This is an optimization exercise on Yosys and OpenROAD, whose aim is small area, a short achievable clock period and few clock cycles per item, not a production implementation.
RTL that was checked went through simulation tests only; none was proved equivalent to the original.
For run 1, only the layout was checked, not whether the RTL still works.

==> flow/design.v, too long to show whole: its modules and the start of the top module <==
// module gemv_dot_pipe: 2719 lines
// module gemv_dot_fin: 721 lines
// module gemv_stream_engine: 118 lines
module gemv_stream_engine
#(
  parameter int unsigned SZ     = gemv_pkg::SZ_DEF,
  parameter int unsigned DW     = gemv_pkg::DW_DEF,
  parameter int unsigned N_ROWS = gemv_pkg::N_ROWS_DEF,
  parameter int unsigned AW     = gemv_pkg::gemv_aw(SZ, DW),
  localparam int unsigned IW    = (N_ROWS > 1) ? $clog2(N_ROWS) : 1
) (
  input  logic             clk,
  input  logic             rst_n,
  input  logic             start_i,
  input  logic             accum_i,
  input  logic [SZ*DW-1:0] w_i,
  input  logic             a_valid_i,
  output logic             a_ready_o,
  input  logic [SZ*DW-1:0] a_row_i,
  output logic             o_valid_o,
  input  logic             o_ready_i,
  output logic [DW-1:0]    o_data_o,
  output logic [IW-1:0]    o_idx_o,
  output logic             busy_o,
  output logic             done_o,
  output logic             ovf_o
);
  // ...
==> flow/flow/run.sh <==
#!/bin/bash
# The standard layout with two changes:
#  - the port buffers are buf_4 cells instead of the buffer_ports default (a
#    slow delay cell that the resizer cannot swap out);
#  - after the standard synthesis, inverter pairs around full adders are
#    removed by flipping the adders' polarity (flow/invpush.py); registers
#    and everything else are left as the standard synthesis made them.
set -euo pipefail
export BUFFER_PORTS_ARGS="-buffer_cell sky130_fd_sc_hd__buf_4"
bash standard.sh synth > standard_synth.log 2>&1
NET=orfs/results/sky130hd/gemv_stream_engine/base/1_2_yosys.v
cp $NET yosys_netlist_orig.v
python3 flow/invpush.py yosys_netlist_orig.v $NET > invpush.log 2>&1
bash standard.sh finish > standard_finish.log 2>&1
==> flow/flow/invpush.py <==
#!/usr/bin/env python3
"""Remove inverters around full adders in a flat Yosys netlist.

A full adder is self-dual: FA(~a, ~b, ~c) = (~cout, ~sum). Flipping the
polarity of a full adder therefore lets it absorb inverters on its inputs and
on the loads of its outputs, at the price of new inverters where a signal of
the other polarity is not already at hand. Flips that lower the number of
inverters are applied greedily until none is left. Registers are untouched.

usage: invpush.py IN.v OUT.v
"""
import re, sys
from collections import defaultdict

src = open(sys.argv[1]).read()
m = re.search(r'^module .*?;\n', src, re.M | re.S)
head_end = m.end()
endm = src.rindex('endmodule')
body = src[head_end:endm]

cell_re = re.compile(r'^  (sky130_fd_sc_hd__\w+) (\\\S+ |\S+) \((.*?)\n  \);\n', re.M | re.S)
pin_re = re.compile(r'\.(\w+)\(((?:\\\S+ )|[^()]*)\)')

cells = {}      # name -> [type, {pin: net}]
order = []
first = None
other = []      # non-cell text chunks, kept in place before the cells
pos = 0
for cm in cell_re.finditer(body):
    if first is None:
        first = cm.start()
    typ, name, pins = cm.group(1), cm.group(2), cm.group(3)
    conns = {}
    for p, n in pin_re.findall(pins):
        conns[p] = n.strip()
    cells[name] = [typ, conns]
    order.append(name)
    assert first == cm.start() or not body[pos:cm.start()].strip(), body[pos:cm.start()][:200]
    pos = cm.end()
pre = body[:first]
post = body[pos:]
assert not cell_re.search(post)
assert 'assign' not in pre + post, 'assign statements not handled'

ports = set()
for pm in re.finditer(r'^\s*(input|output|inout)\s+(\[(\d+):(\d+)\]\s+)?(\S+);', pre, re.M):
    nm = pm.group(5)
    if pm.group(2):
        hi, lo = int(pm.group(3)), int(pm.group(4))
        for b in range(min(hi, lo), max(hi, lo) + 1):
            ports.add(f'{nm}[{b}]')
    ports.add(nm)

OUTP = {'X', 'Y', 'Q', 'Q_N', 'SUM', 'COUT', 'HI', 'LO'}


def is_inv(t):
    return re.match(r'sky130_fd_sc_hd__(clk)?inv_\d+$', t) is not None


def is_fa(t):
    return re.match(r'sky130_fd_sc_hd__fa_\d+$', t) is not None


drv = {}
loads = defaultdict(list)


def index():
    drv.clear()
    loads.clear()
    for name, (typ, conns) in cells.items():
        for p, n in conns.items():
            if p in OUTP:
                drv[n] = (name, p)
            else:
                loads[n].append((name, p))


def inv_of(n):
    """An existing inverter whose input is net n."""
    for c, p in loads[n]:
        if is_inv(cells[c][0]):
            return c
    return None


def removable_inv_load(c, o):
    typ, conns = cells[c]
    return is_inv(typ) and conns['Y'] not in ports


def delta(f):
    typ, conns = cells[f]
    d = 0
    for p in ('A', 'B', 'CIN'):
        n = conns[p]
        if n in drv and is_inv(cells[drv[n][0]][0]):
            if n not in ports and len(loads[n]) == 1:
                d -= 1
        elif not inv_of(n):
            d += 1
    for p in ('SUM', 'COUT'):
        o = conns[p]
        ld = loads[o]
        invs = [c for c, _ in ld if removable_inv_load(c, o)]
        d -= len(invs)
        if len(ld) > len(invs) or o in ports:
            d += 1
    return d


uid = [0]
new_wires = []


def fresh():
    uid[0] += 1
    n = f'_ip{uid[0]}_'
    new_wires.append(n)
    return n


def add_inv(a, y):
    uid[0] += 1
    name = f'_ipinv{uid[0]}_'
    cells[name] = ['sky130_fd_sc_hd__inv_1', {'A': a, 'Y': y}]
    order.append(name)
    return name


def rename_net(old, new):
    for c, p in list(loads[old]):
        cells[c][1][p] = new


def flip(f):
    typ, conns = cells[f]
    for p in ('A', 'B', 'CIN'):
        n = conns[p]
        if n in drv and is_inv(cells[drv[n][0]][0]):
            i = drv[n][0]
            conns[p] = cells[i][1]['A']
            if n not in ports and len(loads[n]) == 1:
                del cells[i]
                order.remove(i)
        else:
            j = inv_of(n)
            if j:
                conns[p] = cells[j][1]['Y']
            else:
                y = fresh()
                add_inv(n, y)
                conns[p] = y
        index()
    for p in ('SUM', 'COUT'):
        o = conns[p]
        ld = list(loads[o])
        onew = fresh()
        conns[p] = onew
        rest = False
        for c, q in ld:
            if removable_inv_load(c, o):
                t = cells[c][1]['Y']
                del cells[c]
                order.remove(c)
                index()
                rename_net(t, onew)
            else:
                rest = True
        if rest or o in ports:
            add_inv(onew, o)
        index()


index()
n0 = sum(1 for t, _ in cells.values() if is_inv(t))
changed = True
while changed:
    changed = False
    for f in list(order):
        if f in cells and is_fa(cells[f][0]) and delta(f) < 0:
            flip(f)
            changed = True
n1 = sum(1 for t, _ in cells.values() if is_inv(t))
print(f'invpush: inverters {n0} -> {n1}', file=sys.stderr)

out = [src[:head_end], pre]
for w in new_wires:
    out.append(f'  wire {w};\n')
for name in order:
    typ, conns = cells[name]
    pins = ',\n'.join(f'    .{p}({n if not n.startswith(chr(92)) else n + " "})' for p, n in conns.items())
    out.append(f'  {typ} {name} (\n{pins}\n  );\n')
out.append(post)
out.append(src[endm:])
open(sys.argv[2], 'w').write(''.join(out))
==> flow/standard.sh <==
#!/bin/bash
# synth_recipe.tcl (not shown) runs the flow's synth.tcl, then flattens the netlist and writes it again
# the make line also repeats each setting of config.mk as NAME=value (left out here)
make -C /OpenROAD-flow-scripts/flow DESIGN_CONFIG=/design/flow/config.mk WORK_HOME=/design/flow/orfs CLKGATE_MAP_FILE= SYNTH_SCRIPT=/design/flow/synth_recipe.tcl "${@:-finish}"
==> flow/config.mk <==
export PLATFORM = sky130hd
export DESIGN_NAME = gemv_stream_engine
export DESIGN_NICKNAME = gemv_stream_engine
export VERILOG_FILES = /design/flow/design.v
export SDC_FILE = /design/flow/constraint.sdc
export NUM_CORES = 4
export LEC_CHECK = 0
export ABC_AREA = 1
export CAP_MARGIN = 20
export CORE_MARGIN = 2
export CORE_UTILIZATION = 40
export SETUP_SLACK_MARGIN = 3.0
export SLEW_MARGIN = 20
==> flow/constraint.sdc <==
create_clock -name core_clock -period 9.0 [get_ports {clk}]
set_input_delay 1.8000 -clock core_clock [delete_from_list [all_inputs] [get_ports {clk}]]
set_output_delay 1.8000 -clock core_clock [all_outputs]
set_load 0.01 [all_outputs]
==> results by group, run 1 <==
Route
  – DRT met1 WL: between 30 and 40 mm
  – Met2 WL: around 40 mm
  – Top layer in use: met4

Clocking
  – CTS H-tree lvls: 4
  – Worst-path clk slew: roughly 0.080 ns
  – Post-CTS setup repair buffer count: 0
  – Clock latency on the worst-skew pair: between 0.5 and 0.6 ns

Final layout
  – Non-clock inverters: around 350
  – Top reg by flops: mid_q
  – Most common cell after layout, fill and taps aside: fa_1
  – Max reg flops: 70

Floorplanning
  – Starting Density: 0.404
  – Core Rows: 92
  – Top Ports: roughly 130

Critical path
  – Crit Path Max Fanout: 14
  – Crit path from: a_row_i[6]

Hold path
  – WHS Path Cells: 0

Timing
  – RSZ-0062 raised after global routing: no
  – Hold slack: between 0.4 and 0.5 ns
  – Relative slew slack: 0.337
  – Worst Max-Slew Pin Slew: between 0.9 and 1 ns
  – Fmax: about 0.17 GHz
  – Slew Viols, Final: 0
  – Total Neg Setup Slack: 0 ns

Global routing
  – M2 GR Usage: 0.410

Synth
  – Synthesized area: 25400 um2
  – Post-Syn Nets: approximately 3000
  – Synth warnings: 1

Run status
  – Outcome: no timing/DRC/antenna violations
==> inputs of run 2 (changes only) <==
--- a/flow/design.v
+++ b/flow/design.v
@@ -1,13 +1,13 @@
 package gemv_pkg;
   localparam int unsigned SZ_DEF     = 3;
   localparam int unsigned DW_DEF     = 16;
   localparam int unsigned N_ROWS_DEF = 3;
-  localparam int unsigned MID_W      = 70;
+  localparam int unsigned MID_W      = 102;
   function automatic integer gemv_aw(input integer sz, input integer dw);
     gemv_aw = 2 * dw + $clog2(sz) + 1;
   endfunction
   function automatic logic signed [63:0] sat_to_dw(input logic signed [63:0] v,
                                                    input integer              dw);
     logic signed [63:0] hi;
     logic signed [63:0] lo;
     hi = (64'sd1 <<< (dw - 1)) - 64'sd1;
@@ -20,17 +20,17 @@
       sat_to_dw = v;
     end
   endfunction
 endpackage
 module gemv_dot_pipe (
   input  logic [47:0] w_i,
   input  logic [47:0] row_i,
   input  logic [34:0] acc_add_i,
-  output logic [69:0] cs_o
+  output logic [101:0] cs_o
 );
   logic one_0_0;
   logic two_0_0;
   logic neg_0_0;
   logic pp_0_0_0;
   logic pp_0_0_1;
   logic pp_0_0_2;
   logic pp_0_0_3;
@@ -1274,85 +1274,16 @@
   logic s765;
   logic c766;
   logic s767;
   logic c768;
   logic s769;
   logic c770;
   logic s771;
   logic c772;
-  logic s773;
-  logic c774;
-  logic s775;
-  logic c776;
-  logic s777;
-  logic c778;
-  logic s779;
-  logic c780;
-  logic s781;
-  logic c782;
-  logic s783;
-  logic c784;
-  logic s785;
-  logic c786;
-  logic s787;
-  logic c788;
-  logic s789;
-  logic c790;
-  logic s791;
-  logic c792;
-  logic s793;
-  logic c794;
-  logic s795;
-  logic c796;
-  logic s797;
-  logic c798;
-  logic s799;
-  logic c800;
-  logic s801;
-  logic c802;
-  logic s803;
-  logic c804;
-  logic s805;
-  logic c806;
-  logic s807;
-  logic c808;
-  logic s809;
-  logic c810;
-  logic s811;
-  logic c812;
-  logic s813;
-  logic c814;
-  logic s815;
-  logic c816;
-  logic s817;
-  logic c818;
-  logic s819;
-  logic c820;
-  logic s821;
-  logic c822;
-  logic s823;
-  logic c824;
-  logic s825;
-  logic c826;
-  logic s827;
-  logic c828;
-  logic s829;
-  logic c830;
-  logic s831;
-  logic c832;
-  logic s833;
-  logic c834;
-  logic s835;
-  logic c836;
-  logic s837;
-  logic c838;
-  logic s839;
-  logic c840;
-  logic s841;
   assign one_0_0 = w_i[0] ^ 1'b0;
   assign two_0_0 = (w_i[1] & ~w_i[0] & ~1'b0) | (~w_i[1] & w_i[0] & 1'b0);
   assign neg_0_0 = w_i[1];
   assign pp_0_0_0 = ((row_i[0] & one_0_0)) ^ neg_0_0;
   assign pp_0_0_1 = ((row_i[1] & one_0_0) | (row_i[0] & two_0_0)) ^ neg_0_0;
   assign pp_0_0_2 = ((row_i[2] & one_0_0) | (row_i[1] & two_0_0)) ^ neg_0_0;
   assign pp_0_0_3 = ((row_i[3] & one_0_0) | (row_i[2] & two_0_0)) ^ neg_0_0;
   assign pp_0_0_4 = ((row_i[4] & one_0_0) | (row_i[3] & two_0_0)) ^ neg_0_0;
@@ -2595,162 +2526,194 @@
   assign s765 = s697 ^ c694 ^ s699;
   assign c766 = (s697 & c694) | (s699 & (s697 ^ c694));
   assign s767 = s701 ^ c698 ^ s703;
   assign c768 = (s701 & c698) | (s703 & (s701 ^ c698));
   assign s769 = s705 ^ c702 ^ s707;
   assign c770 = (s705 & c702) | (s707 & (s705 ^ c702));
   assign s771 = pp_2_7_16 ^ c706 ^ s709;
   assign c772 = (pp_2_7_16 & c706) | (s709 & (pp_2_7_16 ^ c706));
-  assign s773 = pp_1_0_0 ^ pp_2_0_0;
-  assign c774 = pp_1_0_0 & pp_2_0_0;
-  assign s775 = c712 ^ s595 ^ s713;
-  assign c776 = (c712 & s595) | (s713 & (c712 ^ s595));
-  assign s777 = c714 ^ s597 ^ s715;
-  assign c778 = (c714 & s597) | (s715 & (c714 ^ s597));
-  assign s779 = c716 ^ s603 ^ s717;
-  assign c780 = (c716 & s603) | (s717 & (c716 ^ s603));
-  assign s781 = c718 ^ s607 ^ s719;
-  assign c782 = (c718 & s607) | (s719 & (c718 ^ s607));
-  assign s783 = c720 ^ s721 ^ s611;
-  assign c784 = (c720 & s721) | (s611 & (c720 ^ s721));
-  assign s785 = c722 ^ s615 ^ s723;
-  assign c786 = (c722 & s615) | (s723 & (c722 ^ s615));
-  assign s787 = s619 ^ c724 ^ s725;
-  assign c788 = (s619 & c724) | (s725 & (s619 ^ c724));
-  assign s789 = c726 ^ s727 ^ s623;
-  assign c790 = (c726 & s727) | (s623 & (c726 ^ s727));
-  assign s791 = c728 ^ s627 ^ s729;
-  assign c792 = (c728 & s627) | (s729 & (c728 ^ s627));
-  assign s793 = s631 ^ c730 ^ s731;
-  assign c794 = (s631 & c730) | (s731 & (s631 ^ c730));
-  assign s795 = s635 ^ c732 ^ s733;
-  assign c796 = (s635 & c732) | (s733 & (s635 ^ c732));
-  assign s797 = s639 ^ c734 ^ s735;
-  assign c798 = (s639 & c734) | (s735 & (s639 ^ c734));
-  assign s799 = c736 ^ s643 ^ s737;
-  assign c800 = (c736 & s643) | (s737 & (c736 ^ s643));
-  assign s801 = c738 ^ s647 ^ s739;
-  assign c802 = (c738 & s647) | (s739 & (c738 ^ s647));
-  assign s803 = s651 ^ c740 ^ s741;
-  assign c804 = (s651 & c740) | (s741 & (s651 ^ c740));
-  assign s805 = s655 ^ c742 ^ s743;
-  assign c806 = (s655 & c742) | (s743 & (s655 ^ c742));
-  assign s807 = s659 ^ c744 ^ s745;
-  assign c808 = (s659 & c744) | (s745 & (s659 ^ c744));
-  assign s809 = c660 ^ c746 ^ s747;
-  assign c810 = (c660 & c746) | (s747 & (c660 ^ c746));
-  assign s811 = s667 ^ s749 ^ c748;
-  assign c812 = (s667 & s749) | (c748 & (s667 ^ s749));
-  assign s813 = s671 ^ c750 ^ s751;
-  assign c814 = (s671 & c750) | (s751 & (s671 ^ c750));
-  assign s815 = c672 ^ c752 ^ s753;
-  assign c816 = (c672 & c752) | (s753 & (c672 ^ c752));
-  assign s817 = c676 ^ s755 ^ c754;
-  assign c818 = (c676 & s755) | (c754 & (c676 ^ s755));
-  assign s819 = c680 ^ s757 ^ c756;
-  assign c820 = (c680 & s757) | (c756 & (c680 ^ s757));
-  assign s821 = c684 ^ s759 ^ c758;
-  assign c822 = (c684 & s759) | (c758 & (c684 ^ s759));
-  assign s823 = c688 ^ s761 ^ c760;
-  assign c824 = (c688 & s761) | (c760 & (c688 ^ s761));
-  assign s825 = c692 ^ s763 ^ c762;
-  assign c826 = (c692 & s763) | (c762 & (c692 ^ s763));
-  assign s827 = c696 ^ s765 ^ c764;
-  assign c828 = (c696 & s765) | (c764 & (c696 ^ s765));
-  assign s829 = c700 ^ s767 ^ c766;
-  assign c830 = (c700 & s767) | (c766 & (c700 ^ s767));
-  assign s831 = c704 ^ s769 ^ c768;
-  assign c832 = (c704 & s769) | (c768 & (c704 ^ s769));
-  assign s833 = c708 ^ s771 ^ c770;
-  assign c834 = (c708 & s771) | (c770 & (c708 ^ s771));
-  assign s835 = acc_add_i[31] ^ c710 ^ c772;
-  assign c836 = (acc_add_i[31] & c710) | (c772 & (acc_add_i[31] ^ c710));
-  assign s837 = 1'b1 ^ acc_add_i[32];
-  assign c838 = 1'b1 & acc_add_i[32];
-  assign s839 = 1'b1 ^ acc_add_i[33];
-  assign c840 = 1'b1 & acc_add_i[33];
-  assign s841 = 1'b1 ^ acc_add_i[34];
-  assign cs_o[0] = s711;
-  assign cs_o[1] = s773;
-  assign cs_o[2] = c774;
-  assign cs_o[3] = s775;
-  assign cs_o[4] = c776;
-  assign cs_o[5] = s777;
-  assign cs_o[6] = c778;
-  assign cs_o[7] = s779;
-  assign cs_o[8] = c780;
-  assign cs_o[9] = s781;
-  assign cs_o[10] = c782;
-  assign cs_o[11] = s783;
-  assign cs_o[12] = c784;
-  assign cs_o[13] = s785;
-  assign cs_o[14] = c786;
-  assign cs_o[15] = s787;
-  assign cs_o[16] = c788;
-  assign cs_o[17] = s789;
-  assign cs_o[18] = c790;
-  assign cs_o[19] = s791;
-  assign cs_o[20] = c792;
-  assign cs_o[21] = s793;
-  assign cs_o[22] = c794;
-  assign cs_o[23] = s795;
-  assign cs_o[24] = c796;
-  assign cs_o[25] = s797;
-  assign cs_o[26] = c798;
-  assign cs_o[27] = s799;
-  assign cs_o[28] = c800;
-  assign cs_o[29] = s801;
-  assign cs_o[30] = c802;
-  assign cs_o[31] = s803;
-  assign cs_o[32] = c804;
-  assign cs_o[33] = s805;
-  assign cs_o[34] = c806;
-  assign cs_o[35] = s807;
-  assign cs_o[36] = c808;
-  assign cs_o[37] = s809;
-  assign cs_o[38] = s811;
-  assign cs_o[39] = c810;
-  assign cs_o[40] = c812;
-  assign cs_o[41] = s813;
-  assign cs_o[42] = c814;
-  assign cs_o[43] = s815;
-  assign cs_o[44] = s817;
-  assign cs_o[45] = c816;
-  assign cs_o[46] = s819;
-  assign cs_o[47] = c818;
-  assign cs_o[48] = s821;
-  assign cs_o[49] = c820;
-  assign cs_o[50] = s823;
-  assign cs_o[51] = c822;
-  assign cs_o[52] = s825;
-  assign cs_o[53] = c824;
-  assign cs_o[54] = s827;
-  assign cs_o[55] = c826;
-  assign cs_o[56] = s829;
-  assign cs_o[57] = c828;
-  assign cs_o[58] = s831;
-  assign cs_o[59] = c830;
-  assign cs_o[60] = s833;
-  assign cs_o[61] = c832;
-  assign cs_o[62] = s835;
-  assign cs_o[63] = c834;
-  assign cs_o[64] = s837;
-  assign cs_o[65] = c836;
-  assign cs_o[66] = c838;
-  assign cs_o[67] = s839;
-  assign cs_o[68] = c840;
-  assign cs_o[69] = s841;
+  assign cs_o[0] = pp_1_0_0;
+  assign cs_o[1] = pp_2_0_0;
+  assign cs_o[2] = s711;
+  assign cs_o[3] = c712;
+  assign cs_o[4] = s595;
+  assign cs_o[5] = s713;
+  assign cs_o[6] = c714;
+  assign cs_o[7] = s597;
+  assign cs_o[8] = s715;
+  assign cs_o[9] = c716;
+  assign cs_o[10] = s603;
+  assign cs_o[11] = s717;
+  assign cs_o[12] = c718;
+  assign cs_o[13] = s607;
+  assign cs_o[14] = s719;
+  assign cs_o[15] = c720;
+  assign cs_o[16] = s721;
+  assign cs_o[17] = s611;
+  assign cs_o[18] = c722;
+  assign cs_o[19] = s615;
+  assign cs_o[20] = s723;
+  assign cs_o[21] = s619;
+  assign cs_o[22] = c724;
+  assign cs_o[23] = s725;
+  assign cs_o[24] = c726;
+  assign cs_o[25] = s727;
+  assign cs_o[26] = s623;
+  assign cs_o[27] = c728;
+  assign cs_o[28] = s627;
+  assign cs_o[29] = s729;
+  assign cs_o[30] = s631;
+  assign cs_o[31] = c730;
+  assign cs_o[32] = s731;
+  assign cs_o[33] = s635;
+  assign cs_o[34] = c732;
+  assign cs_o[35] = s733;
+  assign cs_o[36] = s639;
+  assign cs_o[37] = c734;
+  assign cs_o[38] = s735;
+  assign cs_o[39] = c736;
+  assign cs_o[40] = s643;
+  assign cs_o[41] = s737;
+  assign cs_o[42] = c738;
+  assign cs_o[43] = s647;
+  assign cs_o[44] = s739;
+  assign cs_o[45] = s651;
+  assign cs_o[46] = c740;
+  assign cs_o[47] = s741;
+  assign cs_o[48] = s655;
+  assign cs_o[49] = c742;
+  assign cs_o[50] = s743;
+  assign cs_o[51] = s659;
+  assign cs_o[52] = c744;
+  assign cs_o[53] = s745;
+  assign cs_o[54] = c660;
+  assign cs_o[55] = c746;
+  assign cs_o[56] = s747;
+  assign cs_o[57] = s667;
+  assign cs_o[58] = s749;
+  assign cs_o[59] = c748;
+  assign cs_o[60] = s671;
+  assign cs_o[61] = c750;
+  assign cs_o[62] = s751;
+  assign cs_o[63] = c672;
+  assign cs_o[64] = c752;
+  assign cs_o[65] = s753;
+  assign cs_o[66] = c676;
+  assign cs_o[67] = s755;
+  assign cs_o[68] = c754;
+  assign cs_o[69] = c680;
+  assign cs_o[70] = s757;
+  assign cs_o[71] = c756;
+  assign cs_o[72] = c684;
+  assign cs_o[73] = s759;
+  assign cs_o[74] = c758;
+  assign cs_o[75] = c688;
+  assign cs_o[76] = s761;
+  assign cs_o[77] = c760;
+  assign cs_o[78] = c692;
+  assign cs_o[79] = s763;
+  assign cs_o[80] = c762;
+  assign cs_o[81] = c696;
+  assign cs_o[82] = s765;
+  assign cs_o[83] = c764;
+  assign cs_o[84] = c700;
+  assign cs_o[85] = s767;
+  assign cs_o[86] = c766;
+  assign cs_o[87] = c704;
+  assign cs_o[88] = s769;
+  assign cs_o[89] = c768;
+  assign cs_o[90] = c708;
+  assign cs_o[91] = s771;
+  assign cs_o[92] = c770;
+  assign cs_o[93] = acc_add_i[31];
+  assign cs_o[94] = c710;
+  assign cs_o[95] = c772;
+  assign cs_o[96] = 1'b1;
+  assign cs_o[97] = acc_add_i[32];
+  assign cs_o[98] = 1'b1;
+  assign cs_o[99] = acc_add_i[33];
+  assign cs_o[100] = 1'b1;
+  assign cs_o[101] = acc_add_i[34];
 endmodule
 module gemv_dot_fin (
-  input  logic [69:0] cs_i,
+  input  logic [101:0] cs_i,
   output logic [34:0] v_o,
   output logic [15:0] sat_o,
   output logic clamp_o
 );
+  logic s773;
+  logic c774;
+  logic s775;
+  logic c776;
+  logic s777;
+  logic c778;
+  logic s779;
+  logic c780;
+  logic s781;
+  logic c782;
+  logic s783;
+  logic c784;
+  logic s785;
+  logic c786;
+  logic s787;
+  logic c788;
+  logic s789;
+  logic c790;
+  logic s791;
+  logic c792;
+  logic s793;
+  logic c794;
+  logic s795;
+  logic c796;
+  logic s797;
+  logic c798;
+  logic s799;
+  logic c800;
+  logic s801;
+  logic c802;
+  logic s803;
+  logic c804;
+  logic s805;
+  logic c806;
+  logic s807;
+  logic c808;
+  logic s809;
+  logic c810;
+  logic s811;
+  logic c812;
+  logic s813;
+  logic c814;
+  logic s815;
+  logic c816;
+  logic s817;
+  logic c818;
+  logic s819;
+  logic c820;
+  logic s821;
+  logic c822;
+  logic s823;
+  logic c824;
+  logic s825;
+  logic c826;
+  logic s827;
+  logic c828;
+  logic s829;
+  logic c830;
+  logic s831;
+  logic c832;
+  logic s833;
+  logic c834;
+  logic s835;
+  logic c836;
+  logic s837;
+  logic c838;
+  logic s839;
+  logic c840;
+  logic s841;
   logic h0;
   logic g0;
   logic t0;
   logic h1;
   logic g1;
   logic t1;
   logic h2;
   logic g2;
@@ -3072,121 +3035,190 @@
   logic bg28_12;
   logic bp28_12;
   logic bg30_12;
   logic bp30_12;
   logic bg32_12;
   logic bp32_12;
   logic bg34_12;
   logic bp34_12;
-  assign h0 = cs_i[0] ^ cs_i[1];
-  assign g0 = cs_i[0] & cs_i[1];
-  assign t0 = cs_i[0] | cs_i[1];
-  assign h1 = cs_i[2] ^ cs_i[3];
-  assign g1 = cs_i[2] & cs_i[3];
-  assign t1 = cs_i[2] | cs_i[3];
-  assign h2 = cs_i[4] ^ cs_i[5];
-  assign g2 = cs_i[4] & cs_i[5];
-  assign t2 = cs_i[4] | cs_i[5];
-  assign h3 = cs_i[6] ^ cs_i[7];
-  assign g3 = cs_i[6] & cs_i[7];
-  assign t3 = cs_i[6] | cs_i[7];
-  assign h4 = cs_i[8] ^ cs_i[9];
-  assign g4 = cs_i[8] & cs_i[9];
-  assign t4 = cs_i[8] | cs_i[9];
-  assign h5 = cs_i[10] ^ cs_i[11];
-  assign g5 = cs_i[10] & cs_i[11];
-  assign t5 = cs_i[10] | cs_i[11];
-  assign h6 = cs_i[12] ^ cs_i[13];
-  assign g6 = cs_i[12] & cs_i[13];
-  assign t6 = cs_i[12] | cs_i[13];
-  assign h7 = cs_i[14] ^ cs_i[15];
-  assign g7 = cs_i[14] & cs_i[15];
-  assign t7 = cs_i[14] | cs_i[15];
-  assign h8 = cs_i[16] ^ cs_i[17];
-  assign g8 = cs_i[16] & cs_i[17];
-  assign t8 = cs_i[16] | cs_i[17];
-  assign h9 = cs_i[18] ^ cs_i[19];
-  assign g9 = cs_i[18] & cs_i[19];
-  assign t9 = cs_i[18] | cs_i[19];
-  assign h10 = cs_i[20] ^ cs_i[21];
-  assign g10 = cs_i[20] & cs_i[21];
-  assign t10 = cs_i[20] | cs_i[21];
-  assign h11 = cs_i[22] ^ cs_i[23];
-  assign g11 = cs_i[22] & cs_i[23];
-  assign t11 = cs_i[22] | cs_i[23];
-  assign h12 = cs_i[24] ^ cs_i[25];
-  assign g12 = cs_i[24] & cs_i[25];
-  assign t12 = cs_i[24] | cs_i[25];
-  assign h13 = cs_i[26] ^ cs_i[27];
-  assign g13 = cs_i[26] & cs_i[27];
-  assign t13 = cs_i[26] | cs_i[27];
-  assign h14 = cs_i[28] ^ cs_i[29];
-  assign g14 = cs_i[28] & cs_i[29];
-  assign t14 = cs_i[28] | cs_i[29];
-  assign h15 = cs_i[30] ^ cs_i[31];
-  assign g15 = cs_i[30] & cs_i[31];
-  assign t15 = cs_i[30] | cs_i[31];
-  assign h16 = cs_i[32] ^ cs_i[33];
-  assign g16 = cs_i[32] & cs_i[33];
-  assign t16 = cs_i[32] | cs_i[33];
-  assign h17 = cs_i[34] ^ cs_i[35];
-  assign g17 = cs_i[34] & cs_i[35];
-  assign t17 = cs_i[34] | cs_i[35];
-  assign h18 = cs_i[36] ^ cs_i[37];
-  assign g18 = cs_i[36] & cs_i[37];
-  assign t18 = cs_i[36] | cs_i[37];
-  assign h19 = cs_i[38] ^ cs_i[39];
-  assign g19 = cs_i[38] & cs_i[39];
-  assign t19 = cs_i[38] | cs_i[39];
-  assign h20 = cs_i[40] ^ cs_i[41];
-  assign g20 = cs_i[40] & cs_i[41];
-  assign t20 = cs_i[40] | cs_i[41];
-  assign h21 = cs_i[42] ^ cs_i[43];
-  assign g21 = cs_i[42] & cs_i[43];
-  assign t21 = cs_i[42] | cs_i[43];
-  assign h22 = cs_i[44] ^ cs_i[45];
-  assign g22 = cs_i[44] & cs_i[45];
-  assign t22 = cs_i[44] | cs_i[45];
-  assign h23 = cs_i[46] ^ cs_i[47];
-  assign g23 = cs_i[46] & cs_i[47];
-  assign t23 = cs_i[46] | cs_i[47];
-  assign h24 = cs_i[48] ^ cs_i[49];
-  assign g24 = cs_i[48] & cs_i[49];
-  assign t24 = cs_i[48] | cs_i[49];
-  assign h25 = cs_i[50] ^ cs_i[51];
-  assign g25 = cs_i[50] & cs_i[51];
-  assign t25 = cs_i[50] | cs_i[51];
-  assign h26 = cs_i[52] ^ cs_i[53];
-  assign g26 = cs_i[52] & cs_i[53];
-  assign t26 = cs_i[52] | cs_i[53];
-  assign h27 = cs_i[54] ^ cs_i[55];
-  assign g27 = cs_i[54] & cs_i[55];
-  assign t27 = cs_i[54] | cs_i[55];
-  assign h28 = cs_i[56] ^ cs_i[57];
-  assign g28 = cs_i[56] & cs_i[57];
-  assign t28 = cs_i[56] | cs_i[57];
-  assign h29 = cs_i[58] ^ cs_i[59];
-  assign g29 = cs_i[58] & cs_i[59];
-  assign t29 = cs_i[58] | cs_i[59];
-  assign h30 = cs_i[60] ^ cs_i[61];
-  assign g30 = cs_i[60] & cs_i[61];
-  assign t30 = cs_i[60] | cs_i[61];
-  assign h31 = cs_i[62] ^ cs_i[63];
-  assign g31 = cs_i[62] & cs_i[63];
-  assign t31 = cs_i[62] | cs_i[63];
-  assign h32 = cs_i[64] ^ cs_i[65];
-  assign g32 = cs_i[64] & cs_i[65];
-  assign t32 = cs_i[64] | cs_i[65];
-  assign h33 = cs_i[66] ^ cs_i[67];
-  assign g33 = cs_i[66] & cs_i[67];
-  assign t33 = cs_i[66] | cs_i[67];
-  assign h34 = cs_i[68] ^ cs_i[69];
-  assign g34 = cs_i[68] & cs_i[69];
-  assign t34 = cs_i[68] | cs_i[69];
+  assign s773 = cs_i[0] ^ cs_i[1];
+  assign c774 = cs_i[0] & cs_i[1];
+  assign s775 = cs_i[3] ^ cs_i[4] ^ cs_i[5];
+  assign c776 = (cs_i[3] & cs_i[4]) | (cs_i[5] & (cs_i[3] ^ cs_i[4]));
+  assign s777 = cs_i[6] ^ cs_i[7] ^ cs_i[8];
+  assign c778 = (cs_i[6] & cs_i[7]) | (cs_i[8] & (cs_i[6] ^ cs_i[7]));
+  assign s779 = cs_i[9] ^ cs_i[10] ^ cs_i[11];
+  assign c780 = (cs_i[9] & cs_i[10]) | (cs_i[11] & (cs_i[9] ^ cs_i[10]));
+  assign s781 = cs_i[12] ^ cs_i[13] ^ cs_i[14];
+  assign c782 = (cs_i[12] & cs_i[13]) | (cs_i[14] & (cs_i[12] ^ cs_i[13]));
+  assign s783 = cs_i[15] ^ cs_i[16] ^ cs_i[17];
+  assign c784 = (cs_i[15] & cs_i[16]) | (cs_i[17] & (cs_i[15] ^ cs_i[16]));
+  assign s785 = cs_i[18] ^ cs_i[19] ^ cs_i[20];
+  assign c786 = (cs_i[18] & cs_i[19]) | (cs_i[20] & (cs_i[18] ^ cs_i[19]));
+  assign s787 = cs_i[21] ^ cs_i[22] ^ cs_i[23];
+  assign c788 = (cs_i[21] & cs_i[22]) | (cs_i[23] & (cs_i[21] ^ cs_i[22]));
+  assign s789 = cs_i[24] ^ cs_i[25] ^ cs_i[26];
+  assign c790 = (cs_i[24] & cs_i[25]) | (cs_i[26] & (cs_i[24] ^ cs_i[25]));
+  assign s791 = cs_i[27] ^ cs_i[28] ^ cs_i[29];
+  assign c792 = (cs_i[27] & cs_i[28]) | (cs_i[29] & (cs_i[27] ^ cs_i[28]));
+  assign s793 = cs_i[30] ^ cs_i[31] ^ cs_i[32];
+  assign c794 = (cs_i[30] & cs_i[31]) | (cs_i[32] & (cs_i[30] ^ cs_i[31]));
+  assign s795 = cs_i[33] ^ cs_i[34] ^ cs_i[35];
+  assign c796 = (cs_i[33] & cs_i[34]) | (cs_i[35] & (cs_i[33] ^ cs_i[34]));
+  assign s797 = cs_i[36] ^ cs_i[37] ^ cs_i[38];
+  assign c798 = (cs_i[36] & cs_i[37]) | (cs_i[38] & (cs_i[36] ^ cs_i[37]));
+  assign s799 = cs_i[39] ^ cs_i[40] ^ cs_i[41];
+  assign c800 = (cs_i[39] & cs_i[40]) | (cs_i[41] & (cs_i[39] ^ cs_i[40]));
+  assign s801 = cs_i[42] ^ cs_i[43] ^ cs_i[44];
+  assign c802 = (cs_i[42] & cs_i[43]) | (cs_i[44] & (cs_i[42] ^ cs_i[43]));
+  assign s803 = cs_i[45] ^ cs_i[46] ^ cs_i[47];
+  assign c804 = (cs_i[45] & cs_i[46]) | (cs_i[47] & (cs_i[45] ^ cs_i[46]));
+  assign s805 = cs_i[48] ^ cs_i[49] ^ cs_i[50];
+  assign c806 = (cs_i[48] & cs_i[49]) | (cs_i[50] & (cs_i[48] ^ cs_i[49]));
+  assign s807 = cs_i[51] ^ cs_i[52] ^ cs_i[53];
+  assign c808 = (cs_i[51] & cs_i[52]) | (cs_i[53] & (cs_i[51] ^ cs_i[52]));
+  assign s809 = cs_i[54] ^ cs_i[55] ^ cs_i[56];
+  assign c810 = (cs_i[54] & cs_i[55]) | (cs_i[56] & (cs_i[54] ^ cs_i[55]));
+  assign s811 = cs_i[57] ^ cs_i[58] ^ cs_i[59];
+  assign c812 = (cs_i[57] & cs_i[58]) | (cs_i[59] & (cs_i[57] ^ cs_i[58]));
+  assign s813 = cs_i[60] ^ cs_i[61] ^ cs_i[62];
+  assign c814 = (cs_i[60] & cs_i[61]) | (cs_i[62] & (cs_i[60] ^ cs_i[61]));
+  assign s815 = cs_i[63] ^ cs_i[64] ^ cs_i[65];
+  assign c816 = (cs_i[63] & cs_i[64]) | (cs_i[65] & (cs_i[63] ^ cs_i[64]));
+  assign s817 = cs_i[66] ^ cs_i[67] ^ cs_i[68];
+  assign c818 = (cs_i[66] & cs_i[67]) | (cs_i[68] & (cs_i[66] ^ cs_i[67]));
+  assign s819 = cs_i[69] ^ cs_i[70] ^ cs_i[71];
+  assign c820 = (cs_i[69] & cs_i[70]) | (cs_i[71] & (cs_i[69] ^ cs_i[70]));
+  assign s821 = cs_i[72] ^ cs_i[73] ^ cs_i[74];
+  assign c822 = (cs_i[72] & cs_i[73]) | (cs_i[74] & (cs_i[72] ^ cs_i[73]));
+  assign s823 = cs_i[75] ^ cs_i[76] ^ cs_i[77];
+  assign c824 = (cs_i[75] & cs_i[76]) | (cs_i[77] & (cs_i[75] ^ cs_i[76]));
+  assign s825 = cs_i[78] ^ cs_i[79] ^ cs_i[80];
+  assign c826 = (cs_i[78] & cs_i[79]) | (cs_i[80] & (cs_i[78] ^ cs_i[79]));
+  assign s827 = cs_i[81] ^ cs_i[82] ^ cs_i[83];
+  assign c828 = (cs_i[81] & cs_i[82]) | (cs_i[83] & (cs_i[81] ^ cs_i[82]));
+  assign s829 = cs_i[84] ^ cs_i[85] ^ cs_i[86];
+  assign c830 = (cs_i[84] & cs_i[85]) | (cs_i[86] & (cs_i[84] ^ cs_i[85]));
+  assign s831 = cs_i[87] ^ cs_i[88] ^ cs_i[89];
+  assign c832 = (cs_i[87] & cs_i[88]) | (cs_i[89] & (cs_i[87] ^ cs_i[88]));
+  assign s833 = cs_i[90] ^ cs_i[91] ^ cs_i[92];
+  assign c834 = (cs_i[90] & cs_i[91]) | (cs_i[92] & (cs_i[90] ^ cs_i[91]));
+  assign s835 = cs_i[93] ^ cs_i[94] ^ cs_i[95];
+  assign c836 = (cs_i[93] & cs_i[94]) | (cs_i[95] & (cs_i[93] ^ cs_i[94]));
+  assign s837 = cs_i[96] ^ cs_i[97];
+  assign c838 = cs_i[96] & cs_i[97];
+  assign s839 = cs_i[98] ^ cs_i[99];
+  assign c840 = cs_i[98] & cs_i[99];
+  assign s841 = cs_i[100] ^ cs_i[101];
+  assign h0 = cs_i[2] ^ s773;
+  assign g0 = cs_i[2] & s773;
+  assign t0 = cs_i[2] | s773;
+  assign h1 = s775 ^ c774;
+  assign g1 = s775 & c774;
+  assign t1 = s775 | c774;
+  assign h2 = s777 ^ c776;
+  assign g2 = s777 & c776;
+  assign t2 = s777 | c776;
+  assign h3 = s779 ^ c778;
+  assign g3 = s779 & c778;
+  assign t3 = s779 | c778;
+  assign h4 = s781 ^ c780;
+  assign g4 = s781 & c780;
+  assign t4 = s781 | c780;
+  assign h5 = s783 ^ c782;
+  assign g5 = s783 & c782;
+  assign t5 = s783 | c782;
+  assign h6 = s785 ^ c784;
+  assign g6 = s785 & c784;
+  assign t6 = s785 | c784;
+  assign h7 = s787 ^ c786;
+  assign g7 = s787 & c786;
+  assign t7 = s787 | c786;
+  assign h8 = s789 ^ c788;
+  assign g8 = s789 & c788;
+  assign t8 = s789 | c788;
+  assign h9 = s791 ^ c790;
+  assign g9 = s791 & c790;
+  assign t9 = s791 | c790;
+  assign h10 = s793 ^ c792;
+  assign g10 = s793 & c792;
+  assign t10 = s793 | c792;
+  assign h11 = s795 ^ c794;
+  assign g11 = s795 & c794;
+  assign t11 = s795 | c794;
+  assign h12 = s797 ^ c796;
+  assign g12 = s797 & c796;
+  assign t12 = s797 | c796;
+  assign h13 = s799 ^ c798;
+  assign g13 = s799 & c798;
+  assign t13 = s799 | c798;
+  assign h14 = s801 ^ c800;
+  assign g14 = s801 & c800;
+  assign t14 = s801 | c800;
+  assign h15 = s803 ^ c802;
+  assign g15 = s803 & c802;
+  assign t15 = s803 | c802;
+  assign h16 = s805 ^ c804;
+  assign g16 = s805 & c804;
+  assign t16 = s805 | c804;
+  assign h17 = s807 ^ c806;
+  assign g17 = s807 & c806;
+  assign t17 = s807 | c806;
+  assign h18 = s809 ^ c808;
+  assign g18 = s809 & c808;
+  assign t18 = s809 | c808;
+  assign h19 = s811 ^ c810;
+  assign g19 = s811 & c810;
+  assign t19 = s811 | c810;
+  assign h20 = s813 ^ c812;
+  assign g20 = s813 & c812;
+  assign t20 = s813 | c812;
+  assign h21 = s815 ^ c814;
+  assign g21 = s815 & c814;
+  assign t21 = s815 | c814;
+  assign h22 = s817 ^ c816;
+  assign g22 = s817 & c816;
+  assign t22 = s817 | c816;
+  assign h23 = s819 ^ c818;
+  assign g23 = s819 & c818;
+  assign t23 = s819 | c818;
+  assign h24 = s821 ^ c820;
+  assign g24 = s821 & c820;
+  assign t24 = s821 | c820;
+  assign h25 = s823 ^ c822;
+  assign g25 = s823 & c822;
+  assign t25 = s823 | c822;
+  assign h26 = s825 ^ c824;
+  assign g26 = s825 & c824;
+  assign t26 = s825 | c824;
+  assign h27 = s827 ^ c826;
+  assign g27 = s827 & c826;
+  assign t27 = s827 | c826;
+  assign h28 = s829 ^ c828;
+  assign g28 = s829 & c828;
+  assign t28 = s829 | c828;
+  assign h29 = s831 ^ c830;
+  assign g29 = s831 & c830;
+  assign t29 = s831 | c830;
+  assign h30 = s833 ^ c832;
+  assign g30 = s833 & c832;
+  assign t30 = s833 | c832;
+  assign h31 = s835 ^ c834;
+  assign g31 = s835 & c834;
+  assign t31 = s835 | c834;
+  assign h32 = s837 ^ c836;
+  assign g32 = s837 & c836;
+  assign t32 = s837 | c836;
+  assign h33 = s839 ^ c838;
+  assign g33 = s839 & c838;
+  assign t33 = s839 | c838;
+  assign h34 = s841 ^ c840;
+  assign g34 = s841 & c840;
+  assign t34 = s841 | c840;
   assign G0_1 = g1 | (t1 & g0);
   assign P0_1 = t1 & t0;
   assign G0_2 = g2 | (t2 & G0_1);
   assign P0_2 = t2 & P0_1;
   assign G2_3 = g3 | (t3 & g2);
   assign P2_3 = t3 & t2;
   assign G0_3 = G2_3 | (P2_3 & G0_1);
   assign P0_3 = P2_3 & P0_1;
--- a/flow/config.mk
+++ b/flow/config.mk
@@ -4,10 +4,10 @@
 export VERILOG_FILES = /design/flow/design.v
 export SDC_FILE = /design/flow/constraint.sdc
 export NUM_CORES = 4
 export LEC_CHECK = 0
 export ABC_AREA = 1
 export CAP_MARGIN = 20
 export CORE_MARGIN = 2
 export CORE_UTILIZATION = 40
-export SETUP_SLACK_MARGIN = 3.0
+export SETUP_SLACK_MARGIN = 2.5
 export SLEW_MARGIN = 20
==> results by group, run 2 <==
Run status
  – Outcome: no timing/DRC/antenna violations (unchanged)

Final layout
  – Core Util, Final: 0.442 (was 0.448)
  – Top reg by flops: mid_q (unchanged)
  – Most common cell after layout, fill and taps aside: fa_1 (unchanged)
  – Max reg flops: 99 (was 70)
  – Final nets: 3148 (was 3168)
  – Fin cells: 3422 (was 3414)
  – Share of layout cells above drive strength 1: 0.102 (was 0.134)
  – Fin area: 29000 um2 (was 28200 um2)
  – Most frequent cells in the layout: 425 x fa_1, 404 x xor2_1, 359 x inv_1 (was 423 x fa_1, 396 x xor2_1, 315 x o22ai_1)
  – Top Registers: mid_q: 99 flops, w_q: 48 flops (was mid_q: 70 flops, w_q: 48 flops)
  – Area grow syn2layout: 9.84% (was 10.8%)

Route
  – Vias per cell: 5.59 (about the same)
  – DRC: 0 (unchanged)
  – Post-DRT Antenna Nets: 0 (unchanged)
  – Vias: 19100 (about the same)
  – Initial detailed-routing violation count: 2368 (was 2094)
  – Routed WL: 94.8 mm (was 87.3 mm)
  – Per-cell routed wire length: 27.7 um (was 25.6 um)
  – DR pass1 iterations: 5 (was 8)

Timing
  – Final Hold Violating Endpoints: 0 (unchanged)
  – Fin worst setup slack: 2.73 ns (was 3.06 ns)
  – Hold slack: 0.418 ns (was 0.423 ns)
  – Slew Viols, Final: 0 (unchanged)
  – Total Neg Setup Slack: 0 ns (unchanged)
  – Final setup fails: 0 (unchanged)
  – Worst Clk Skew: 0.0136 ns (was 0.0166 ns)
  – RSZ-0062 raised after global routing: no (unchanged)
  – Final min period: 6.27 ns (was 5.94 ns)
  – Fmax: 0.159 GHz (was 0.168 GHz)
  – Relative slew slack: 0.205 (was 0.337)
  – Period utilization: 0.697 (was 0.660)
  – Worst Max-Slew Pin Slew: 1.18 ns (was 0.988 ns)

Clocking
  – CTS H-tree lvls: 1 (was 4)
  – Worst-path clk slew: 0.06 ns (was 0.08 ns)
  – Post-CTS setup repair buffer count: 0 (unchanged)
  – Clk root buf: clkbuf_16 (unchanged)
  – CTS tree: built (unchanged)
  – Cts bufs inserted: 29 (was 17)
  – Clock Sinks: 227 (was 198)
  – Clock latency on the worst-skew pair: 0.60 ns (was 0.51 ns)
  – Clock Tree Buf Depth: 3 (was 2)

Place
  – Placed inst area: 28000 um2 (was 27000 um2)
  – Post-Place Setup Slack: 2.81 ns (was 2.26 ns)
  – IO buf count: 124 (unchanged)
  – HPWL after DPL: 75.5 mm (was 69.9 mm)
  – Post-Place Cells: 3368 (was 3326)
  – Gp weighted congestion: 0.972 (was 0.970)

Global routing
  – M2 GR Usage: 0.438 (was 0.410)
  – Grt ovf: 0 (unchanged)
  – Vias in the first global route: 19800 (was 19300)
  – Initial antenna violation count: 1 (unchanged)
  – Total GRT Usage: 0.282 (was 0.268)
  – Met1 usage: 0.409 (was 0.380)
  – Met3 Usage GRT: 0.0499 (was 0.0478)
  – Largest net degree at the start of global routing: 98 (was 77)
  – First-pass GRT wire length: 137 mm (was 128 mm)
  – Top Usage Layer GRT: met2 (unchanged)

Hold path
  – Worst hold-check path type: reg2reg (unchanged)
  – WHS Path Cells: 0 (unchanged)

Critical path
  – Crit end category: output port (was flip-flop)
  – Crit-path slowest cell: fa_1 (unchanged)
  – Startpoint type of the worst setup path: flip-flop (was input port)
  – WS Path Type: reg2out (was in2reg)
  – CP max stage delay: 0.59 ns (was 0.55 ns)
  – Crit Path Max Fanout: 16 (was 14)
  – CP required: 7.20 ns (was 9.26 ns)
  – CP Cell Sequence: fa_1, ha_1, fa_1, nand4_1, nor3_1, nand2_1, nor2_1, nand3_1, nand2_4, inv_4, nand3_4, o21ai_0, buf_4 (was buf_4, clkinvlp_4, o22ai_1, xor2_1, fa_1, fa_1, fa_1, fa_1, fa_1, fa_1, fa_1, inv_1)
  – Critical path arrival: 4.47 ns (was 6.21 ns)
  – R2R cell count: 11 (was 13)
  – CP dominant cell by count: fa_1 (unchanged)

Floorplanning
  – Die ar.: 68000 um2 (was 65600 um2)
  – Area of the core: 65500 um2 (was 63000 um2)
  – Die Y-Extent: 261 um (was 256 um)
  – Top Ports: 125 (unchanged)
  – Core Rows: 94 (was 92)
  – Starting Density: 0.402 (was 0.404)
  – Die width: 261 um (was 256 um)

Synth
  – Synth warnings: 1 (unchanged)
  – Syn_area_per_cell: 10.6 um2 (was 10.3 um2)
  – Post-Syn Nets: 3103 (was 3090)
  – Mapped Cells: 2490 (was 2477)
  – Synthesized area: 26400 um2 (was 25400 um2)

Run
  – Number of max-cap violations: 0 (unchanged)
## run 2: final timing paths
check	start	end	slack, ns
worst max-delay path	mid_q[66]	o_data_o[7]	2.73
worst min-delay path	acc_a_q[27]	acc_b_q[27]	0.42
worst max register to register	w_q[39]	mid_q[65]	3.13
worst min register to register	acc_a_q[27]	acc_b_q[27]	0.42
max in group asynchronous	rst_n	in_cnt_q[1]	7.84
min in group asynchronous	rst_n	vld_a_q	1.03
## run 2: cell type report
type,instances,area [um2]
antenna,1,2.50
multi-input combinational,1738,17500
clock buffer,33,741
clock inverter,20,200
fill,6169,36600
inverter,380,1430
tap,864,1080
timing repair buffer,159,1190
sequential,227,6770
## run 2: per-layer routing
layer | vias up | share of wire
li1 | 8236 | -
met1 | 9865 | 0.44
met2 | 930 | 0.45
met3 | 110 | 0.080
met4 | 0 | 0.027
met5 | - | 0
## run 2: what timing repair did
item                                    4_1_cts  5_1_grt
pin swaps                                     0        1
hold buffers                                  0        0
cloned                                        0        0
endpoints found under the setup margin        1        1
gates resized for setup                       1        0
## run 2: worst max-delay path: cells and delay by family, from the launching register on
| family | cells | cell delay, ns |
|---|---|---|
| AND/OR/NAND/NOR | 7 | 1.54 |
| flip-flops | 1 | 0.40 |
| buffers and inverters | 2 | 0.32 |
| adder cells (fa/ha/maj) | 3 | 1.38 |
| AO/OA/AOI/OAI | 1 | 0.20 |
Testbench counts of run 2, summed over its fixed seeds: cycles 16,000, items 9,600.
==> inputs of run 3 (changes only) <==
--- a/flow/config.mk
+++ b/flow/config.mk
@@ -11,3 +11,3 @@
 export CORE_UTILIZATION = 40
-export SETUP_SLACK_MARGIN = 2.5
+export SETUP_SLACK_MARGIN = 3.0
 export SLEW_MARGIN = 20
==> results by group, run 3 <==
Place
  – IO buf count: 124 (unchanged)
  – Gp weighted congestion: 1.03 (was 0.972)
  – Post-Place Cells: 3369 (was 3368)
  – HPWL after DPL: 74.8 mm (was 75.5 mm)

Timing
  – Final setup fails: 0 (unchanged)
  – Period utilization: 0.642 (was 0.697)
  – Worst Max-Slew Pin Slew: 0.997 ns (was 1.18 ns)
  – Worst Clk Skew: 0.0267 ns (was 0.0136 ns)
  – Fmax: 0.173 GHz (was 0.159 GHz)
  – RSZ-0062 raised after global routing: no (unchanged)
  – Total Neg Setup Slack: 0 ns (unchanged)
  – Final min period: 5.78 ns (was 6.27 ns)
  – Final Hold Violating Endpoints: 0 (unchanged)
  – Relative slew slack: 0.335 (was 0.205)
  – Slew Viols, Final: 0 (unchanged)

Critical path
  – Crit path from: mid_q[84] (was mid_q[66])
  – Critical R2R Launch: w_q[25] (was w_q[39])
  – Critical Path Sink: o_data_o[4] (was o_data_o[7])
  – Crit end category: output port (unchanged)
  – Reg2reg setup slack: 3.29 ns (was 3.13 ns)
  – FF-to-FF End: mid_q[56] (was mid_q[65])
  – R2R cell count: 13 (was 11)
  – WS Path Type: reg2out (unchanged)
  – CP required: 7.20 ns (about the same)
  – Crit Path Max Fanout: 7 (was 16)
  – Startpoint type of the worst setup path: flip-flop (unchanged)
  – Critical path arrival: 3.98 ns (was 4.47 ns)

Final layout
  – Share of layout cells above drive strength 1: 0.105 (was 0.102)
  – Max reg flops: 99 (unchanged)
  – Fin cells: 3429 (was 3422)
  – Area grow syn2layout: 9.96% (was 9.84%)
  – Most frequent cells in the layout: 425 x fa_1, 404 x xor2_1, 359 x inv_1 (unchanged)
  – Top Registers: mid_q: 99 flops, w_q: 48 flops (unchanged)
  – Top reg by flops: mid_q (unchanged)
  – Most common cell after layout, fill and taps aside: fa_1 (unchanged)
  – Final nets: 3156 (was 3148)
  – ANT cells: 0 (was 1)

Clocking
  – Clk root buf: clkbuf_16 (unchanged)
  – Clock latency on the worst-skew pair: 0.61 ns (was 0.60 ns)
  – CTS tree: built (unchanged)
  – Clock Sinks: 227 (unchanged)
  – Hold buffer count at cts: 0 (unchanged)
  – CTS H-tree lvls: 1 (unchanged)
  – Worst-path clk slew: 0.06 ns (about the same)
  – Clock Tree Buf Depth: 3 (unchanged)
  – Cts bufs inserted: 28 (was 29)

Route
  – Vias per cell: 5.57 (was 5.59)
  – Post-DRT Antenna Nets: 0 (unchanged)
  – DR pass1 iterations: 6 (was 5)
  – Vias: 19100 (about the same)
  – DRC: 0 (unchanged)
  – Initial detailed-routing violation count: 2253 (was 2368)
  – Per-cell routed wire length: 27.4 um (was 27.7 um)
  – Routed WL: 94.0 mm (was 94.8 mm)

Global routing
  – First-pass GRT wire length: 137 mm (about the same)
  – Total GRT Usage: 0.281 (was 0.282)
  – Grt ovf: 0 (unchanged)
  – Initial antenna violation count: 1 (unchanged)
  – Vias in the first global route: 19800 (about the same)
  – Largest net degree at the start of global routing: 73 (was 98)

Hold path
  – Worst hold-check path type: reg2reg (unchanged)

Synth
  – Syn_area_per_cell: 10.6 um2 (unchanged)
  – Synth warnings: 1 (unchanged)
  – Synthesized area: 26400 um2 (unchanged)
  – Mapped Cells: 2490 (unchanged)
  – Post-Syn Nets: 3103 (unchanged)

Floorplanning
  – Die ar.: 68000 um2 (unchanged)
  – Starting Density: 0.402 (unchanged)
  – Die Y-Extent: 261 um (unchanged)
  – Top Ports: 125 (unchanged)
  – Area of the core: 65500 um2 (unchanged)
  – Core Rows: 94 (unchanged)
  – Die width: 261 um (unchanged)

Run status
  – Outcome: no timing/DRC/antenna violations (unchanged)

Run
  – Number of max-cap violations: 0 (unchanged)
## run 3: repair_timing
item / 4_1_cts / 5_1_grt
gates cloned: 1 / 0
pin swaps: 2 / 0
setup buffers: 6 / 0
resized for setup: 3 / 1
setup endpoints to repair: 16 / 7
## run 3: routing by layer
metal / part of all wire / wire [um] / global-route usage / vias up
li1: - / - / - / 8262
met1: 0.44 / 41300 / 0.407 / 9837
met2: 0.45 / 42200 / 0.435 / 874
met3: 0.079 / 7470 / 0.0473 / 127
met4: 0.032 / 3000 / 0.0740 / 0
met5: 0 / 0 / 0 / -
## run 3: critical path, stage by stage (launching register included)
cell      delay, ns
edfxtp_1       0.40
fa_1           0.60
ha_1           0.26
fa_1           0.47
nand2_1        0.06
a21oi_1        0.13
nand2_1        0.07
nor2_1         0.10
nand2_1        0.13
nor2_2         0.23
nand3_1        0.18
nand2_4        0.11
inv_4          0.09
nand3_4        0.19
buf_4          0.16
nand2_2        0.03
buf_4          0.14
## run 3: metrics by stage
| step | setup WS (ns) | hold slack, ns | cell area [um2] | util |
|---|---|---|---|---|
| 3_3_place_gp | 2.85 | 0.401 | 28000 | 0.427 |
| 6_report | 3.22 | 0.419 | 29000 | 0.442 |
| 5_1_grt | 3.03 | 0.423 | 29000 | 0.442 |
| 4_1_cts | 3.12 | 0.412 | 29000 | 0.442 |
| 3_5_place_dp | 2.86 | 0.405 | 28000 | 0.428 |
| 2_1_floorplan | 3.24 | 0.400 | 26400 | - |
## run 3: cell type report
| type | instances | area (um2) |
|---|---|---|
| multi-input combinational | 1739 | 17600 |
| clock inverter | 21 | 163 |
| inverter | 380 | 1430 |
| clock buffer | 31 | 712 |
| tap | 864 | 1080 |
| fill | 6135 | 36500 |
| sequential | 227 | 6770 |
| timing repair buffer | 167 | 1270 |
## run 3: worst min path at each step
| stage | from | endpoint | slack, ns | cells after the start |
|---|---|---|---|---|
| 2_1_floorplan | acc_a_q[0] | acc_b_q[0] | 0.40 | 0 |
| 3_3_place_gp | acc_a_q[32] | acc_b_q[32] | 0.40 | 0 |
| 3_5_place_dp | acc_a_q[21] | acc_b_q[21] | 0.41 | 0 |
| 4_1_cts | acc_a_q[20] | acc_b_q[20] | 0.41 | 0 |
| 5_1_grt | acc_a_q[20] | acc_b_q[20] | 0.42 | 0 |
| 6_report | acc_a_q[21] | acc_b_q[21] | 0.42 | 0 |
==> inputs of run 4 (changes only) <==
--- a/flow/config.mk
+++ b/flow/config.mk
@@ -11,3 +11,3 @@
 export CORE_UTILIZATION = 40
-export SETUP_SLACK_MARGIN = 3.0
+export SETUP_SLACK_MARGIN = 4.0
 export SLEW_MARGIN = 20
==> results by group, run 4 <==
Synth
  – Mapped Cells: 2490 (unchanged)
  – Synth warnings: 1 (unchanged)
  – Synthesized area: 26400 um2 (unchanged)
  – Syn_area_per_cell: 10.6 um2 (unchanged)
  – Post-Syn Nets: 3103 (unchanged)

Critical path
  – Critical R2R Launch: w_q[11] (was w_q[25])
  – CP delay by family, top: adder cells (unchanged)
  – Reg2reg setup slack: 3.94 ns (was 3.29 ns)
  – Critical Path Stages: 14 (was 16)
  – CP max stage delay: 0.55 ns (was 0.60 ns)
  – Crit-path slowest cell: fa_1 (unchanged)
  – FF-to-FF End: mid_q[56] (unchanged)
  – Critical path arrival: 3.70 ns (was 3.98 ns)
  – WS Path Type: reg2out (unchanged)
  – CP required: 7.20 ns (about the same)
  – Crit path from: mid_q[78] (was mid_q[84])
  – Crit end category: output port (unchanged)
  – Crit Path Max Fanout: 7 (unchanged)
  – Startpoint type of the worst setup path: flip-flop (unchanged)
  – CP Cell Sequence: fa_2, ha_4, fa_1, nand4_1, nor3_2, nand2_1, nor2_4, nand3_2, nand2_4, inv_8, nand3_4, buf_12, nand2_2, buf_6 (was fa_1, ha_1, fa_1, nand2_1, a21oi_1, nand2_1, nor2_1, nand2_1, nor2_2, nand3_1, nand2_4, inv_4, nand3_4, buf_4, nand2_2, buf_4)
  – WP buf/inv: 3 (unchanged)
  – Critical Path Sink: o_data_o[1] (was o_data_o[4])
  – R2R cell count: 13 (unchanged)

Final layout
  – Footprint of the multi-input gates: 18700 um2 (was 17600 um2)
  – Most common cell after layout, fill and taps aside: xor2_1 (was fa_1)
  – Sequential cell area: 6770 um2 (unchanged)
  – ANT cells: 0 (unchanged)
  – Max reg flops: 99 (unchanged)
  – Fillers: 5911 (was 6135)
  – Final nets: 3348 (was 3156)
  – Most frequent cells in the layout: 378 x xor2_1, 332 x fa_1, 302 x buf_4 (was 425 x fa_1, 404 x xor2_1, 359 x inv_1)
  – Top Registers: mid_q: 99 flops, w_q: 48 flops (unchanged)
  – Share of layout cells above drive strength 1: 0.275 (was 0.105)
  – Top reg by flops: mid_q (unchanged)
  – Area grow syn2layout: 21.9% (was 9.96%)

Global routing
  – Vias in the first global route: 20900 (was 19800)
  – Largest net degree at the start of global routing: 171 (was 73)
  – First-pass GRT wire length: 141 mm (was 137 mm)
  – Grt ovf: 0 (unchanged)
  – Initial antenna violation count: 0 (was 1)
  – Total GRT Usage: 0.287 (was 0.281)

Route
  – Post-DRT Antenna Nets: 0 (unchanged)
  – Routed WL: 97.1 mm (was 94.0 mm)
  – DR pass1 iterations: 8 (was 6)
  – Initial detailed-routing violation count: 2107 (was 2253)
  – Per-cell routed wire length: 26.8 um (was 27.4 um)
  – Vias per cell: 5.58 (was 5.57)
  – DRC: 0 (unchanged)
  – Vias: 20200 (was 19100)

Clocking
  – Clock Tree Buf Depth: 3 (unchanged)
  – CTS tree: built (unchanged)
  – CTS H-tree lvls: 1 (unchanged)
  – Clock Sinks: 227 (unchanged)
  – Cts bufs inserted: 29 (was 28)
  – Clock latency on the worst-skew pair: 0.61 ns (about the same)
  – Hold buffer count at cts: 0 (unchanged)
  – Worst-path clk slew: 0.06 ns (about the same)
  – Clk root buf: clkbuf_16 (unchanged)

Floorplanning
  – Die width: 261 um (unchanged)
  – Die Y-Extent: 261 um (unchanged)
  – Top Ports: 125 (unchanged)
  – Area of the core: 65500 um2 (unchanged)
  – Core Rows: 94 (unchanged)
  – Starting Density: 0.402 (unchanged)
  – Die ar.: 68000 um2 (unchanged)

Timing
  – Slew Viols, Final: 0 (unchanged)
  – Final min period: 5.50 ns (was 5.78 ns)
  – Worst Max-Slew Pin Slew: 1.10 ns (was 0.997 ns)
  – Final Hold Violating Endpoints: 0 (unchanged)
  – Period utilization: 0.611 (was 0.642)
  – Fmax: 0.182 GHz (was 0.173 GHz)
  – Worst Clk Skew: 0.0231 ns (was 0.0267 ns)
  – Total Neg Setup Slack: 0 ns (unchanged)
  – Hold slack: 0.418 ns (was 0.419 ns)
  – RSZ-0062 raised after global routing: yes (was no)
  – Final setup fails: 0 (unchanged)
  – Relative slew slack: 0.260 (was 0.335)
  – Fin worst setup slack: 3.50 ns (was 3.22 ns)

Hold path
  – Worst hold-check path type: reg2reg (unchanged)

Run
  – Number of max-cap violations: 0 (unchanged)

Place
  – Gp weighted congestion: 0.971 (was 1.03)
  – Post-Place Setup Slack: 3.02 ns (was 2.86 ns)
  – HPWL after DPL: 72.7 mm (was 74.8 mm)
  – IO buf count: 124 (unchanged)

Run status
  – Outcome: no timing/DRC/antenna violations (unchanged)
==> run 4: per-stage QoR <==
step | area, um2 | util | cells
6_report | 32100 | 0.491 | 3621
5_1_grt | 32100 | 0.491 | 3621
4_1_cts | 31100 | 0.475 | 3577
3_5_place_dp | 28300 | 0.432 | 3363
3_3_place_gp | 28300 | 0.432 | 3363
2_1_floorplan | 27000 | - | 2490
==> run 4: final cells by class <==
cell class,count,share of cell area
repair inverters,2,0.000389
repair buffers,356,0.0931
inverters,380,0.0514
multi-input cells,1739,0.582
well taps,864,0.0336
flip-flops and latches,227,0.211
clock inverters,20,0.00619
clock buffers,33,0.0230
==> run 4: worst min-delay path by stage <==
stage               depth (start not counted)        start     endpoint
floorplan                                   0   acc_a_q[0]   acc_b_q[0]
global placement                            0  acc_a_q[16]  acc_b_q[16]
detailed placement                          0   acc_a_q[4]   acc_b_q[4]
CTS                                         0   acc_a_q[4]   acc_b_q[4]
global route                                0   acc_a_q[5]   acc_b_q[5]
finish                                      0  acc_a_q[29]  acc_b_q[29]
==> run 4: repair_timing <==
item | 4_1_cts | 5_1_grt
pin swaps | 56 | 81
cloned | 3 | 0
endpoints found under the hold margin | 0 | 0
endpoints found under the setup margin | 56 | 40
gates resized for setup | 147 | 149
setup buffers | 158 | 44
==> run 4: per-layer routing <==
layer  global-route usage  vias up  part of all wire
met2                0.440     1091              0.45
met4                0.110        0             0.046
met1                0.406    10300              0.42
met5                    0        -                 0
li1                     -     8633                 -
met3               0.0513      187             0.089

-- static timing again, ports no longer ideal --
The flow's constraints put no driver on any port. The routed layouts listed below were extracted and timed again, unchanged, in two steps.
Step 1 sets driving cells, clkbuf_16 on the clock port and buf_2 on the other inputs (assumed; they add their load-dependent delay and slew).
Step 2 adds t to the input delays and takes it off the output delays; t is the mean of the earliest and latest rising clock arrival at the registers after step 1. Input paths then give back, and output paths get back, about the clock's delay inside the block.
Three values: no drivers, after step 1, after step 2; two values: the first two.
run	t (ns)	setup slack, ns	cell pins on the clock port's net
run 1	0.558	3.057 / 3.077 / 2.519	1
run 2	0.661	2.726 / 2.660 / 2.792	1
run 3	0.659	3.224 / 3.162 / 2.810	1
run 4	0.661	3.505 / 3.443 / 3.202	1
After both steps setup and hold are still met in every run listed. The setup slack of run 1, which loses most, moves by +0.020 ns with the drivers and by -0.538 ns with both steps.
